Context: an optimization exercise on an open-source flow, tuned for small area and a short achievable clock period. The choices shown serve that exercise and are no tape-out recipe.
RTL that was checked went through simulation tests only; none was proved equivalent to the original.
Power and IR drop assume default switching activity.

Setup of job 101:
==> module mem_write_port, before the edit <==
module mem_write_port (
    input  logic [7:0]   rn,
    input  logic [7:0]   offset,
    input  logic         up,
    input  logic         en,
    input  logic [31:0]  word,
    output logic [255:0] row_en,     
    output logic [255:0] row_hold,   
    output logic [31:0]  bytes       
);
    logic [7:0]  addr;
    logic [31:0] hi;
    logic [31:0] lo;
    addr_adder u_add (
        .rn     (rn),
        .offset (offset),
        .up     (up),
        .addr   (addr)
    );
    mem_row_decode u_decode (
        .addr (addr),
        .hi   (hi),
        .lo   (lo)
    );
    for (genvar k = 0; k < 4; k++) begin : g_bank
        logic [1:0] j;
        assign j = 2'(k) - addr[1:0];
        assign bytes[8*k +: 8] = word[8*(3-j) +: 8];
        logic [7:0] lo_en;
        for (genvar l = 0; l < 8; l++) begin : g_lo
            assign lo_en[l] = lo[8*k + l] & en;
        end
        for (genvar r = 0; r < 64; r++) begin : g_row
            nand2_cell u_hold (
                .a (hi[8*k + r / 8]),
                .b (lo_en[r % 8]),
                .y (row_hold[64*k + r])
            );
            inv_cell u_en (.a(row_hold[64*k + r]), .y(row_en[64*k + r]));
        end
    end
endmodule
clock: 10.0 ns
lec_check: 0
cap_margin: 20
core_margin: 2
core_utilization: 55
cts_cluster_diameter: 100
cts_cluster_size: 28
place_density: 0.65
setup_slack_margin: 5
slew_margin: 20
synth_hierarchical: 1
tns_end_percent: 5
standard.sh (not shown) runs the stock make flow with config.mk's settings and CLKGATE_MAP_FILE= SYNTH_SCRIPT=/design/flow/synth_recipe.tcl, a recipe that flattens the netlist after the stock synthesis.
==> flow/flow/run.sh <==
#!/bin/bash
# The standard layout (standard.sh), with two changes:
# - port buffers are a real buffer cell, not the delay cell buffer_ports
#   picks by default;
# - after synthesis every combinational cell is set to its smallest drive
#   (downsize.py), and placement and timing repair size up what needs it.
set -euo pipefail
export BUFFER_PORTS_ARGS="-buffer_cell sky130_fd_sc_hd__buf_4"
bash standard.sh synth > synth.log 2>&1
R=orfs/results/sky130hd/executor/base
python3 flow/downsize.py "$FLOW_HOME/platforms/sky130hd/lib/sky130_fd_sc_hd__tt_025C_1v80.lib" \
    $R/1_2_yosys.v $R/1_2_yosys_small.v > downsize.log 2>&1
mv $R/1_2_yosys_small.v $R/1_2_yosys.v
rm -f $R/1_synth.odb $R/1_synth.sdc
bash standard.sh > standard.log 2>&1
==> flow/flow/downsize.py <==
#!/usr/bin/env python3
"""Set every combinational cell of a netlist to the smallest drive of its type.

Reads the liberty file for cell areas; cells whose names differ only in the
drive suffix (_0, _1, _2, ...) share function and pins. Sequential cells,
tie cells and anything without a smaller variant are left alone. The placer
and the timing repair size cells up again where slew, load or timing need it.
usage: downsize.py LIB NETLIST_IN NETLIST_OUT
"""
import re
import sys

lib, src, dst = sys.argv[1:4]
text = open(lib).read()
area = {}
for m in re.finditer(r'cell\s*\(\s*"?(sky130_fd_sc_hd__\w+)"?\s*\)\s*\{\s*(.*?)area\s*:\s*([\d.]+)', text, re.S):
    area[m.group(1)] = float(m.group(3))

keep = ('df', 'edf', 'sdf', 'dl', 'sedf', 'conb', 'tap', 'fill', 'decap', 'lpflow', 'probe',
        'clkbuf', 'clkinv', 'clkdly', 'dlygate', 'dlymetal', 'buf', 'inv', 'bufinv', 'bufbuf')
groups = {}
for cell in area:
    m = re.match(r'sky130_fd_sc_hd__(\w+?)_(\d+)$', cell)
    if not m:
        continue
    base = m.group(1)
    if base.startswith(keep):
        continue
    groups.setdefault(base, []).append(cell)

best = {}
for base, cells in groups.items():
    # smallest area; among equal areas the larger drive
    cells.sort(key=lambda c: (area[c], -int(c.rsplit('_', 1)[1])))
    for c in cells:
        best[c] = cells[0]

count = 0
out = []
for line in open(src):
    m = re.match(r'(\s*)(sky130_fd_sc_hd__\w+)(\s.*)', line)
    if m and m.group(2) in best and best[m.group(2)] != m.group(2):
        line = m.group(1) + best[m.group(2)] + m.group(3) + '\n'
        count += 1
    out.append(line)
open(dst, 'w').write(''.join(out))
print(f'downsized {count} cells')
Job 101 completed end to end with timing, DRC and antenna clean.
The inputs of job 102 differ from those of job 101 as listed below.
--- a/flow/design.v
+++ b/flow/design.v
@@ -628,37 +628,39 @@
     output logic [255:0] row_hold,   
     output logic [31:0]  bytes       
 );
-    logic [7:0]  addr;
-    logic [31:0] hi;
-    logic [31:0] lo;
-    addr_adder u_add (
-        .rn     (rn),
-        .offset (offset),
-        .up     (up),
-        .addr   (addr)
-    );
-    mem_row_decode u_decode (
-        .addr (addr),
-        .hi   (hi),
-        .lo   (lo)
-    );
+    logic [1:0] lane;
     for (genvar k = 0; k < 4; k++) begin : g_bank
-        logic [1:0] j;
-        assign j = 2'(k) - addr[1:0];
-        assign bytes[8*k +: 8] = word[8*(3-j) +: 8];
-        logic [7:0] lo_en;
-        for (genvar l = 0; l < 8; l++) begin : g_lo
-            assign lo_en[l] = lo[8*k + l] & en;
+        logic [7:0] base;
+        logic [7:0] addr;
+        logic [7:0] hi;
+        logic [7:0] lo;
+        assign base = rn + 8'(3 - k);
+        addr_adder u_add (
+            .rn     (base),
+            .offset (offset),
+            .up     (up),
+            .addr   (addr)
+        );
+        decode3 u_hi (.x(addr[7:5]), .y(hi));
+        decode3 u_lo (.x(addr[4:2]), .y(lo));
+        if (k == 3) begin : g_lane
+            assign lane = addr[1:0];
         end
         for (genvar r = 0; r < 64; r++) begin : g_row
-            nand2_cell u_hold (
-                .a (hi[8*k + r / 8]),
-                .b (lo_en[r % 8]),
+            nand3_cell u_hold (
+                .a (hi[r / 8]),
+                .b (lo[r % 8]),
+                .c (en),
                 .y (row_hold[64*k + r])
             );
             inv_cell u_en (.a(row_hold[64*k + r]), .y(row_en[64*k + r]));
         end
     end
+    for (genvar k = 0; k < 4; k++) begin : g_byte
+        logic [1:0] j;
+        assign j = 2'(k) - lane;
+        assign bytes[8*k +: 8] = word[8*(3-j) +: 8];
+    end
 endmodule
 module decode3 (
     input  logic [2:0] x,
Notes after the runs:
Compared with job 101, job 102 shows a higher worst setup slack. Job 102: part of the cycle the worst path needs lower than job 101. When the final numbers for job 102 and job 101 were put side by side, the slew at the pin closest to its max-slew limit turned out to be greater in job 101. Measured against each other, job 102 and job 101 differ in total global routing track utilization, the higher figure coming from job 102. Job 102 vs job 101 — cell area after synthesis climbed slightly. When the final numbers for job 102 and job 101 were put side by side, the total routed wire length on the met1 layer turned out to be greater in job 102.
No functional check of the RTL was part of any run of this note.

---

== P ==
executor, a different RTL version from the one above (not shown whole).
For scale: ~9800 cells after synthesis, ~240 I/O pins.
==> flow/design.v (excerpt) <==
module executor (
    input  logic        clk,
    input  logic        nreset,
    input  logic        enable,
    input  logic [31:0] decoder_inst,
    input  logic [31:0] rn_value,
    input  logic [31:0] rd_rm_value,    
    input  logic [31:0] pc,
    output logic        ready,
    output logic [3:0]  cpsr,
    output logic        condition_passes,
    output logic [31:0] executor_inst,
    output logic        update_pc,
    output logic [31:0] new_pc,
    output logic        update_rd,
    output logic [31:0] rd_value
);
export LEC_CHECK = 0
export CAP_MARGIN = 20
export CORE_MARGIN = 2
export CORE_UTILIZATION = 55
export CTS_CLUSTER_DIAMETER = 100
export CTS_CLUSTER_SIZE = 28
export PLACE_DENSITY = 0.65
export SETUP_SLACK_MARGIN = 5
export SLEW_MARGIN = 20
export SYNTH_HIERARCHICAL = 1
export TNS_END_PERCENT = 5
create_clock -name core_clock -period 10.0 [get_ports {clk}]
Scripts as last shown in full above: flow/flow/run.sh, flow/flow/downsize.py
P was carried through to the last stage, and its layout satisfied the timing, DRC and antenna checks.
Relative to P, the following input files were edited for Q:
diff --git a/flow/design.v b/flow/design.v
--- a/flow/design.v
+++ b/flow/design.v
@@ -114,41 +114,26 @@
     );
     shift_step #(.W(47), .D(16)) u_st16 (.in(field_n), .s(amount[4]), .out(st16));
     shift_step #(.W(39), .D(8))  u_st8  (.in(st16),    .s(amount[3]), .out(st8_n));
     shift_step #(.W(35), .D(4))  u_st4  (.in(st8_n),   .s(amount[2]), .out(st4));
     shift_step #(.W(33), .D(2))  u_st2  (.in(st4),     .s(amount[1]), .out(st2_n));
     shift_step #(.W(32), .D(1))  u_st1  (.in(st2_n),   .s(amount[0]), .out(shifted));
 endmodule
-module nand2_cell (
-    input  logic a,
-    input  logic b,
-    output logic y
-);
-    assign y = ~(a & b);
-endmodule
 module operand_select #(
     parameter int W = 32
 ) (
     input  logic [W-1:0] imm,
     input  logic [W-1:0] fwd,
     input  logic [W-1:0] rev,
     input  logic         take_imm,
     input  logic         take_fwd,
     input  logic         take_rev,
     output logic [W-1:0] y
 );
-    for (genvar i = 0; i < W; i++) begin : g_bit
-        logic imm_n;
-        logic fwd_n;
-        logic rev_n;
-        nand2_cell u_imm (.a(imm[i]), .b(take_imm), .y(imm_n));
-        nand2_cell u_fwd (.a(fwd[i]), .b(take_fwd), .y(fwd_n));
-        nand2_cell u_rev (.a(rev[i]), .b(take_rev), .y(rev_n));
-        nand3_cell u_or  (.a(imm_n), .b(fwd_n), .c(rev_n), .y(y[i]));
-    end
+    assign y = (imm & {W{take_imm}}) | (fwd & {W{take_fwd}}) | (rev & {W{take_rev}});
 endmodule
 `default_nettype wire
 `timescale 1ns/1ps
 `default_nettype none
 module pg_start (
     input  logic a,
     input  logic b,
@@ -599,49 +584,37 @@
                 .c (other_n[8*(3-j) + b]),
                 .y (word[8*(3-j) + b])
             );
         end
     end
 endmodule
 module mem_write_port (
-    input  logic [7:0]   rn,
-    input  logic [7:0]   offset,
-    input  logic         up,
+    input  logic [7:0]   addr,
     input  logic         en,
     input  logic [31:0]  word,
     output logic [255:0] row_en,     
     output logic [255:0] row_hold,   
     output logic [31:0]  bytes       
 );
-    logic [7:0]  addr;
     logic [31:0] hi;
     logic [31:0] lo;
-    addr_adder u_add (
-        .rn     (rn),
-        .offset (offset),
-        .up     (up),
-        .addr   (addr)
-    );
     mem_row_decode u_decode (
         .addr (addr),
         .hi   (hi),
         .lo   (lo)
     );
     for (genvar k = 0; k < 4; k++) begin : g_bank
         logic [1:0] j;
         assign j = 2'(k) - addr[1:0];
         assign bytes[8*k +: 8] = word[8*(3-j) +: 8];
-        logic [7:0] lo_en;
-        for (genvar l = 0; l < 8; l++) begin : g_lo
-            assign lo_en[l] = lo[8*k + l] & en;
-        end
         for (genvar r = 0; r < 64; r++) begin : g_row
-            nand2_cell u_hold (
-                .a (hi[8*k + r / 8]),
-                .b (lo_en[r % 8]),
+            nand3_cell u_hold (
+                .a (hi[8*k + r/8]),
+                .b (lo[8*k + r%8]),
+                .c (en),
                 .y (row_hold[64*k + r])
             );
             inv_cell u_en (.a(row_hold[64*k + r]), .y(row_en[64*k + r]));
         end
     end
 endmodule
 `default_nettype wire
@@ -793,37 +766,42 @@
     assign cpsr_other[1] = !flag_logic_q && cpsr_q[1];
     assign cpsr_other[0] = !flag_logic_q && cpsr_q[0];
     assign cpsr[3] = flag_arith_q ? alu_sum[31] : cpsr_other[3];
     assign cpsr[2] = flag_arith_q ? z_arith_q   : cpsr_other[2];
     assign cpsr[1] = flag_arith_q ? c_arith     : cpsr_other[1];
     assign cpsr[0] = (flag_arith_q && v_gate && v_arith) || (!flag_arith_q && cpsr_other[0]);
     logic [7:0] offset8;
+    logic [7:0] store_addr;
     operand_select #(.W(8)) u_offset (
         .imm      (inst[7:0]),
         .fwd      (shifted[7:0]),
         .rev      (shifted_rev[7:0]),
         .take_imm (!inst[25]),
         .take_fwd (inst[25] && !shift_lsl),
         .take_rev (inst[25] && shift_lsl),
         .y        (offset8)
     );
+    addr_adder u_store_addr (
+        .rn     (rn_value[7:0]),
+        .offset (inst[7:0]),
+        .up     (inst[23]),
+        .addr   (store_addr)
+    );
     logic mem_read_op;
     logic mem_read_en;
     logic mem_write_en;
     assign mem_read_op  = !nreset && memory_op && inst[20];
     assign mem_read_en  = cond_passes && mem_read_op;
     assign mem_write_en = cond_passes && (memory_op && !inst[20] && !inst[25]);
     logic [2047:0] mem;          
     logic [255:0]  mem_row_en;
     logic [255:0]  mem_row_hold;
     logic [31:0]   mem_bytes;
     mem_write_port u_mem_write (
-        .rn       (rn_value[7:0]),
-        .offset   (inst[7:0]),
-        .up       (inst[23]),
+        .addr     (store_addr),
         .en       (mem_write_en),
         .word     (rd_rm_value),
         .row_en   (mem_row_en),
         .row_hold (mem_row_hold),
         .bytes    (mem_bytes)
     );
     always_ff @(posedge clk) begin
--- outcome ---
Between P and Q, fraction of the cycle the final worst path needs is lower for P, Q comes in above that.
Compared to P, the router laid down less metal wire for Q.
Combinational group share of total power came out lower on Q than on P.
Against P, setup slack in Q came out worse.
Re post-synthesis instance total: P was higher than Q.
Combined global-route utilization of all metal layers: P and Q compared, lower one is Q
P → Q: worst ir drop on vdd up 0.0045 mV, total power after layout now sits lower, share of final-layout standard cells stronger than drive strength 1 decreased by 1.0 points relative to the old numbers, fill cell instance count of the final layout was more or less identical.
The RTL of P was laid out without a check of its function.

---

Setup of before:
Another version of the RTL of executor (not shown whole).
For scale: roughly 9600 cells after synthesis, ~240 I/O pins, about 96000 um^2 of cells after synthesis.
==> module prefix_carry, before the edit <==
module prefix_carry #(
    parameter int W = 32
) (
    input  logic [W-1:0] a,
    input  logic [W-1:0] b,
    output logic [W-1:0] gen
);
    localparam int L = $clog2(W);
    logic [W-1:0] g [L+1];
    logic [W-1:0] t [L+1];
    for (genvar i = 0; i < W; i++) begin : g_start
        pg_start u_cell (.a(a[i]), .b(b[i]), .gn(g[0][i]), .tn(t[0][i]));
    end
    for (genvar l = 0; l < L; l++) begin : g_level
        localparam int D = 1 << l;
        for (genvar i = 0; i < W; i++) begin : g_bit
            if (i >= 2 * D) begin : g_pg
                if (l % 2 == 0) begin : g_n
                    pg_n2p u_cell (.gn(g[l][i]), .tn(t[l][i]), .gpn(g[l][i-D]), .tpn(t[l][i-D]),
                                   .g(g[l+1][i]), .t(t[l+1][i]));
                end else begin : g_p
                    pg_p2n u_cell (.g(g[l][i]), .t(t[l][i]), .gp(g[l][i-D]), .tp(t[l][i-D]),
                                   .gn(g[l+1][i]), .tn(t[l+1][i]));
                end
            end else if (i >= D) begin : g_g
                if (l % 2 == 0) begin : g_n
                    g_n2p u_cell (.gn(g[l][i]), .tn(t[l][i]), .gpn(g[l][i-D]), .g(g[l+1][i]));
                end else begin : g_p
                    g_p2n u_cell (.g(g[l][i]), .t(t[l][i]), .gp(g[l][i-D]), .gn(g[l+1][i]));
                end
                assign t[l+1][i] = 1'b0;
            end else begin : g_pass
                inv_cell u_cell (.a(g[l][i]), .y(g[l+1][i]));
                assign t[l+1][i] = 1'b0;
            end
        end
    end
    assign gen = g[L];
endmodule
export LEC_CHECK = 0
export CAP_MARGIN = 20
export CORE_MARGIN = 2
export CORE_UTILIZATION = 55
export CTS_CLUSTER_DIAMETER = 100
export CTS_CLUSTER_SIZE = 28
export PLACE_DENSITY = 0.65
export SETUP_SLACK_MARGIN = 5
export SLEW_MARGIN = 20
export SYNTH_HIERARCHICAL = 1
export TNS_END_PERCENT = 5
create_clock -name core_clock -period 10.0 [get_ports {clk}]
Scripts as last shown in full above: flow/flow/run.sh, flow/flow/downsize.py
The following lists how after was set up differently from before:
--- a/flow/design.v
+++ b/flow/design.v
@@ -202,5 +202,5 @@
     output logic [W-1:0] gen
 );
-    localparam int L = $clog2(W);
+    localparam int L = (W > 8) ? 5 : 3;    
     logic [W-1:0] g [L+1];
     logic [W-1:0] t [L+1];
[summary]
- In terms of total power, after and before differ only marginally.
- Taking before as the reference, in after design area shows no meaningful change, footprint of the multi-input gates shows no meaningful change.
- Comparing after against before, there is no change at all in cell internal power dissipation.
- Comparing before against after, there is no change at all in post-route clock period utilization.
- Reported for after and before, net count reported at finish turned out identical to the last digit.
- before → after: clock power level, final worst-path setup slack has remained practically unchanged.
Function not checked in before: the RTL went through the layout flow alone.

==> port drivers added, routing unchanged <==
How much do the figures lean on ideal ports? The routed layouts below were timed once more, with nothing changed but the port constraints. Step 1 assumes that a clkbuf_16 drives the clock port and a buf_2 every other input. Step 2 also shifts input and output timing later by t, the mid clock arrival at the registers, as if the neighbouring blocks saw the same clock. Slacks: ideal ports / drivers / drivers and shift; pairs: ideal ports / drivers.
run	t, ns	setup WS [ns]	worst register clock-pin slew, ns	worst slew at a driven data input, ns	cell pins on the clock port's net
job 101	0.897	4.388 / 4.289 / 3.393	0.11 / 0.11	0.27	1
job 102	0.861	4.405 / 4.171 / 3.401	0.12 / 0.12	0.30	1
P	0.875	4.537 / 4.365 / 3.723	0.12 / 0.12	0.29	1
Q	0.871	4.459 / 4.447 / 3.640	0.11 / 0.11	0.28	1
before	0.867	3.800 / 3.824 / 2.957	0.12 / 0.12	0.20	1
after	0.867	3.800 / 3.824 / 2.957	0.12 / 0.12	0.20	1
After both steps setup and hold are still met in every run listed. For job 102, which loses most, drivers alone change the setup slack by -0.234 ns; drivers and shift together by -1.004 ns.
